From an optimization exercise on the open Yosys and OpenROAD flow, aimed at small area, a short achievable clock period and few clock cycles per item; shortcuts taken in it are not production practice.
The RTL was checked by simulation tests, not by an equivalence proof against the original design.

## v54
==> flow/design.v <==
module aes_inv_cipher_iter #(
  parameter int NR    = 10,
  parameter int IDX_W = 4
) (
  input  logic             clk,
  input  logic             rst_n,
  input  logic             in_valid,
  output logic             in_ready,
  input  logic [127:0]     in_data,
  output logic [IDX_W-1:0] rk_idx,
  input  logic [127:0]     rk_data,
  output logic             out_valid,
  input  logic             out_ready,
  output logic [127:0]     out_data,
  output logic             busy
);
  function automatic logic [3:0] gf4_mul(input logic [3:0] a, input logic [3:0] b);
    logic [6:0] p;
    p = '0;
    for (int i = 0; i < 4; i++) p = p ^ ((b[i] ? 7'(a) : 7'd0) << i);
    if (p[6]) p = p ^ 7'b1100100;
    if (p[5]) p = p ^ 7'b0110010;
    if (p[4]) p = p ^ 7'b0011001;
    gf4_mul = p[3:0];
  endfunction
  function automatic logic [3:0] gf4_inv(input logic [3:0] a);
    case (a)
      4'h0: gf4_inv = 4'h0; 4'h1: gf4_inv = 4'h1; 4'h2: gf4_inv = 4'hc; 4'h3: gf4_inv = 4'h8; 4'h4: gf4_inv = 4'h6; 4'h5: gf4_inv = 4'hf; 4'h6: gf4_inv = 4'h4; 4'h7: gf4_inv = 4'he; 4'h8: gf4_inv = 4'h3; 4'h9: gf4_inv = 4'hd; 4'ha: gf4_inv = 4'hb; 4'hb: gf4_inv = 4'ha; 4'hc: gf4_inv = 4'h2; 4'hd: gf4_inv = 4'h9; 4'he: gf4_inv = 4'h7; 4'hf: gf4_inv = 4'h5;
      default: gf4_inv = 4'h0;
    endcase
  endfunction
  function automatic logic [11:0] sb_f1(input logic [7:0] b);
    logic [7:0] x;
    logic [3:0] a1, a0, d, di;
    x[0] = ~(b[1] ^ b[7]);
    x[1] = ~(b[1] ^ b[3] ^ b[7]);
    x[2] = b[1] ^ b[2] ^ b[6];
    x[3] = b[2] ^ b[3] ^ b[5] ^ b[6];
    x[4] = b[0] ^ b[4] ^ b[5];
    x[5] = ~(b[0] ^ b[1] ^ b[2] ^ b[4] ^ b[5] ^ b[7]);
    x[6] = ~(b[0] ^ b[3]);
    x[7] = b[3] ^ b[4] ^ b[5] ^ b[6];
    a1 = x[7:4];
    a0 = x[3:0];
    d  = {a1[1] ^ a1[2] ^ a0[2] ^ a0[3], a1[3] ^ a0[1] ^ a0[3], a1[0] ^ a1[2] ^ a1[3] ^ a0[3], a1[2] ^ a1[3] ^ a0[0] ^ a0[2] ^ a0[3]} ^ gf4_mul(a1, a0);
    di = gf4_inv(d);
    sb_f1 = {a1, a0, di};
  endfunction
  function automatic logic [7:0] sb_f2(input logic [11:0] v);
    sb_f2 = {gf4_mul(v[11:8], v[3:0]), gf4_mul(v[11:8] ^ v[7:4], v[3:0])};
  endfunction
  function automatic logic [7:0] sb_back(input logic [7:0] o);
    sb_back[0] = o[0] ^ o[1] ^ o[2] ^ o[3] ^ o[4] ^ o[5];
    sb_back[1] = o[4] ^ o[7];
    sb_back[2] = o[3] ^ o[4] ^ o[5] ^ o[7];
    sb_back[3] = o[3] ^ o[4] ^ o[7];
    sb_back[4] = o[1] ^ o[2] ^ o[4] ^ o[5];
    sb_back[5] = o[2] ^ o[3] ^ o[5] ^ o[6];
    sb_back[6] = o[1] ^ o[3] ^ o[5] ^ o[7];
    sb_back[7] = o[2] ^ o[3] ^ o[7];
  endfunction
  function automatic logic [7:0] xtime(input logic [7:0] a);
    xtime = {a[6:0], 1'b0} ^ (a[7] ? 8'h1b : 8'h00);
  endfunction
  function automatic logic [127:0] inv_mix_columns(input logic [127:0] s);
    logic [127:0] o;
    logic [7:0]   a0, a1, a2, a3, u, v, t;
    o = '0;
    for (int c = 0; c < 4; c++) begin
      a0 = s[127-32*c -: 8];
      a1 = s[119-32*c -: 8];
      a2 = s[111-32*c -: 8];
      a3 = s[103-32*c -: 8];
      u  = xtime(xtime(a0 ^ a2));
      v  = xtime(xtime(a1 ^ a3));
      a0 = a0 ^ u;
      a1 = a1 ^ v;
      a2 = a2 ^ u;
      a3 = a3 ^ v;
      t  = a0 ^ a1 ^ a2 ^ a3;
      o[127-32*c -: 8] = a0 ^ t ^ xtime(a0 ^ a1);
      o[119-32*c -: 8] = a1 ^ t ^ xtime(a1 ^ a2);
      o[111-32*c -: 8] = a2 ^ t ^ xtime(a2 ^ a3);
      o[103-32*c -: 8] = a3 ^ t ^ xtime(a3 ^ a0);
    end
    inv_mix_columns = o;
  endfunction
  logic [191:0] r1;
  logic [127:0] r0, r2;
  logic         v0, done0, v1, v2;
  logic [3:0]   k0, k1, k2;        
  logic         hold0, frozen, acc;
  logic [191:0] s1;
  logic [127:0] s2, s3;
  logic         ov_q, busy_q, ir_q, irt_q, rr_q, sel_q, ir;
  logic [3:0]   idx_q;
  logic         v0_nx, done0_nx, v1_nx, v2_nx;
  logic [3:0]   k0_nx, k1_nx, k2_nx, idx_nx;
  assign out_valid = ov_q;
  assign busy      = busy_q;
  assign ir        = ir_q | (irt_q & out_ready);
  assign in_ready  = ir;
  assign rk_idx    = (rr_q & out_ready) ? 4'd10 : idx_q;
  assign out_data  = r0;
  assign acc       = in_valid & ir;
  function automatic logic [191:0] stage1(input logic [127:0] s);
    for (int r = 0; r < 4; r++)
      for (int c = 0; c < 4; c++)
        stage1[191-12*(r+4*c) -: 12] = sb_f1(s[127-8*(r+4*((c-r+4)%4)) -: 8]);
  endfunction
  function automatic logic [127:0] stage2(input logic [191:0] s, input logic [127:0] d,
                                          input logic sel);
    for (int i = 0; i < 16; i++)
      stage2[127-8*i -: 8] = sel ? d[127-8*i -: 8] : sb_back(sb_f2(s[191-12*i -: 12]));
  endfunction
  assign s1 = stage1(r0);
  assign s2 = stage2(r1, in_data, sel_q) ^ rk_data;
  assign s3 = (k2 == 4'd10 || k2 == 4'd0) ? r2 : inv_mix_columns(r2);
  assign hold0  = v0 & done0 & !out_ready;
  assign frozen = hold0 & v2;
  always_ff @(posedge clk) begin
    if (!hold0)          r0 <= s3;
    if (!frozen || !v1)  r1 <= s1;
    if (!frozen)         r2 <= s2;
  end
  always_comb begin
    v0_nx = v0;  done0_nx = done0;  k0_nx = k0;
    v1_nx = v1;  k1_nx    = k1;
    v2_nx = v2;  k2_nx    = k2;
    if (!hold0) begin
      v0_nx    = v2;
      done0_nx = (k2 == 4'd0);
      k0_nx    = k2;
    end
    if (!frozen) begin
      v2_nx = v1 | acc;
      k2_nx = acc ? 4'd10 : k1;
    end
    if (!frozen || !v1) begin
      v1_nx = v0 & !done0;
      k1_nx = k0 - 4'd1;
    end
    if (v0_nx & !done0_nx)                       idx_nx = k0_nx - 4'd1;
    else if (v1_nx & v0_nx & done0_nx & v2_nx)   idx_nx = k1_nx;
    else                                         idx_nx = 4'd10;
  end
  always_ff @(posedge clk or negedge rst_n) begin
    if (!rst_n) begin
      v0 <= 1'b0;  done0 <= 1'b0;  k0 <= 4'd0;
      v1 <= 1'b0;  k1    <= 4'd0;
      v2 <= 1'b0;  k2    <= 4'd0;
      ov_q   <= 1'b0;
      busy_q <= 1'b0;
      ir_q   <= 1'b1;
      irt_q  <= 1'b0;
      rr_q   <= 1'b0;
      sel_q  <= 1'b1;
      idx_q  <= 4'd10;
    end else begin
      v0 <= v0_nx;  done0 <= done0_nx;  k0 <= k0_nx;
      v1 <= v1_nx;  k1    <= k1_nx;
      v2 <= v2_nx;  k2    <= k2_nx;
      ov_q   <= v0_nx & done0_nx;
      busy_q <= v0_nx | v1_nx | v2_nx;
      ir_q   <= !v1_nx & !(v0_nx & done0_nx & v2_nx) & (rk_idx == 4'd10);
      irt_q  <= !v1_nx & v0_nx & done0_nx & v2_nx & (rk_idx == 4'd10);
      rr_q   <= v0_nx & done0_nx & v1_nx & v2_nx;
      sel_q  <= !v1_nx;
      idx_q  <= idx_nx;
    end
  end
endmodule
clock: 6.0 ns
lec_check: 0
cap_margin: 20
core_margin: 2
core_utilization: 30
place_density: 0.42
setup_slack_margin: 2.8
slew_margin: 20
standard.sh (not shown) runs the stock make flow with config.mk's settings and CLKGATE_MAP_FILE= SYNTH_SCRIPT=/design/flow/synth_recipe.tcl, a recipe that flattens the netlist after the stock synthesis.
==> flow/flow/run.sh <==
#!/bin/bash
# Layout flow: the standard flow (standard.sh), with two changes.
#  1. After the standard synthesis, the combinational logic is mapped again by Yosys/ABC with
#     ABC's default area-oriented script; every register instance of the standard synthesis is
#     kept as it is (same name, same cell). See resynth.ys.
#  2. The port buffers are buf_1 cells (buffer_ports otherwise picks clkdlybuf4s50_1).
# Each tool's output goes to a log file in this folder.
set -euo pipefail
export BUFFER_PORTS_ARGS="-buffer_cell sky130_fd_sc_hd__buf_1"
R=orfs/results/sky130hd/aes_inv_cipher_iter/base

bash standard.sh synth > standard_synth.log 2>&1

cp $R/1_2_yosys.v $R/1_2_yosys_standard.v
LIB=$FLOW_HOME/platforms/sky130hd/lib/sky130_fd_sc_hd__tt_025C_1v80.lib
DONT_USE=$(sed -n '/^export DONT_USE_CELLS += /,/^$/p' $FLOW_HOME/platforms/sky130hd/config.mk \
  | grep -o 'sky130_fd_sc_hd__[A-Za-z0-9_]*' | sed 's/^/-dont_use /' | tr '\n' ' ')
SEQ=$(grep -o 'sky130_fd_sc_hd__[A-Za-z0-9_]*' $R/1_2_yosys_standard.v | sort -u | grep -E '__(e?dfx|e?dfr|e?dfs|e?dfb|sdf|dl|sedf)' | tr '\n' ' ')
sed -e "s#@SEQ@#$SEQ#g" -e "s#@LIB@#$LIB#g" -e "s#@NETLIST@#$R/1_2_yosys_standard.v#g" -e "s#@OUT@#$R/1_2_yosys.v#g" \
    -e "s#@DONT_USE@#$DONT_USE#g" flow/resynth.ys > resynth_run.ys
yosys -l resynth.log -q resynth_run.ys > resynth_stdout.log 2>&1
rm -f $R/1_synth.odb $R/1_synth.sdc

bash standard.sh > standard.log 2>&1
==> flow/flow/resynth.ys <==
# Map the combinational logic of the standard synthesis again; keep the registers as they are.
read_liberty -ignore_miss_func @LIB@
read_verilog @NETLIST@
hierarchy -top aes_inv_cipher_iter
# the register cells stay instances of their library cells; everything else is flattened
setattr -mod -set keep_hierarchy 1 @SEQ@
flatten
rename -hide w:*.*
hierarchy -top aes_inv_cipher_iter
opt -purge
abc -liberty @LIB@ @DONT_USE@
opt_clean -purge
hilomap -singleton -hicell sky130_fd_sc_hd__conb_1 HI -locell sky130_fd_sc_hd__conb_1 LO
blackbox @SEQ@
stat -liberty @LIB@
write_verilog -noattr -noexpr -nohex -nodec @OUT@
v54: no failed stages, no open violations at the end
Testbench counts of v54, summed over its fixed seeds: cycles 2,128, blocks 192.
diff inputs: v54 => v44
# v54
export LEC_CHECK = 0
export CAP_MARGIN = 20
export CORE_MARGIN = 2
export CORE_UTILIZATION = 30
export PLACE_DENSITY = 0.42
export SETUP_SLACK_MARGIN = 2.8
export SLEW_MARGIN = 20
create_clock -name core_clock -period 6.0 [get_ports {clk}]
# v44
export LEC_CHECK = 0
export CAP_MARGIN = 20
export CORE_MARGIN = 2
export CORE_UTILIZATION = 30
export PLACE_DENSITY = 0.42
export SETUP_SLACK_MARGIN = 2.5
export SLEW_MARGIN = 20
create_clock -name core_clock -period 6.0 [get_ports {clk}]
--- a/flow/flow/run.sh
+++ b/flow/flow/run.sh
@@ -19 +19 @@
-sed -e "s#@SEQ@#$SEQ#g" -e "s#@LIB@#$LIB#g" -e "s#@NETLIST@#$R/1_2_yosys_standard.v#g" -e "s#@OUT@#$R/1_2_yosys.v#g" \
+sed -e "s#@ABC@#$PWD/flow/resynth.abc#g" -e "s#@SEQ@#$SEQ#g" -e "s#@LIB@#$LIB#g" -e "s#@NETLIST@#$R/1_2_yosys_standard.v#g" -e "s#@OUT@#$R/1_2_yosys.v#g" \
==> flow/flow/resynth.abc (new file) <==
strash; &get -n; &st; &dch; &syn2; &dch -f; &nf; &put; strash; &get -n; &dch -f; &nf; &put
--- a/flow/flow/resynth.ys
+++ b/flow/flow/resynth.ys
@@ -11 +11 @@
-abc -liberty @LIB@ @DONT_USE@
+abc -liberty @LIB@ @DONT_USE@ -script @ABC@
--- outcome ---
In v44, the initial cell density of the core came out 0.16 points below the value in v54. Worst hold-check path type: flip-flop to flip-flop -> v44, input pin to async pin -> v54. Of v54 and v44, v44 shows the lower half-perimeter wire length of the detailed placement result, with v54 above it. Min time the final worst path needs with I/O delays and setup across v54 and v44: v54. Number of multi-input combinational cells went up by a few percent going from v54 to v44. Looking at post-layout instance area across both flows, v44 is the stronger of the two, with v54 trailing. v44 vs v54 on final weighted congestion in routability-driven placement: v44 is the lower one. v44 vs. v54: non-clock buffer count shows a reduction of about 28%, net count of the finished layout went down 1.1%, via count fell 398.
The inputs of v9 differ from those of v44 as listed below.
--- a/flow/flow/run.sh
+++ b/flow/flow/run.sh
@@ -19 +19 @@
-sed -e "s#@ABC@#$PWD/flow/resynth.abc#g" -e "s#@SEQ@#$SEQ#g" -e "s#@LIB@#$LIB#g" -e "s#@NETLIST@#$R/1_2_yosys_standard.v#g" -e "s#@OUT@#$R/1_2_yosys.v#g" \
+sed -e "s#@SEQ@#$SEQ#g" -e "s#@LIB@#$LIB#g" -e "s#@NETLIST@#$R/1_2_yosys_standard.v#g" -e "s#@OUT@#$R/1_2_yosys.v#g" \
--- a/flow/flow/resynth.ys
+++ b/flow/flow/resynth.ys
@@ -11 +11 @@
-abc -liberty @LIB@ @DONT_USE@ -script @ABC@
+abc -liberty @LIB@ @DONT_USE@
removed: flow/flow/resynth.abc
Findings:
- Synthesized cell count in v9 is 2.2% below v44.
- Min vias after detailed routing across v9 and v44: v9
- v9: total global-route track usage is 0.20 points lower than what v44 reported.
- v9 against v44: first-pass GRT wire length dropped 0.99%, sequential portion of the cell area saw a decrease, detailed-route vias per instance now larger, worst setup slack -35 ps.

==> static timing again, ports no longer ideal <==
How much do the figures lean on ideal ports? The routed layouts below were timed once more, with nothing changed but the port constraints.
Step 1, drivers: a clkbuf_16 drives clk and a buf_2 each remaining input, both assumed.
Step 2 moves the port delays by t, midway between the first and last clock arrival at a register: inputs arrive t later, outputs are due t later. That takes back most of the time a late clock gives input paths.
Three values: no drivers, after step 1, after step 2; two values: the first two.
run | t (ns) | setup WS [ns] | worst setup path after step 2 | worst register clock-pin slew, ns
v54 | 0.742 | 2.795 / 2.795 / 2.442 | input to register | 0.06 / 0.06
v44 | 0.720 | 2.705 / 2.705 / 2.220 | input to register | 0.07 / 0.07
v9 | 0.703 | 2.670 / 2.670 / 2.113 | input to register | 0.06 / 0.06
After both steps setup and hold are still met in every run listed. The setup slack of v9, which loses most, moves by 0.000 ns with the drivers and by -0.557 ns with both steps.
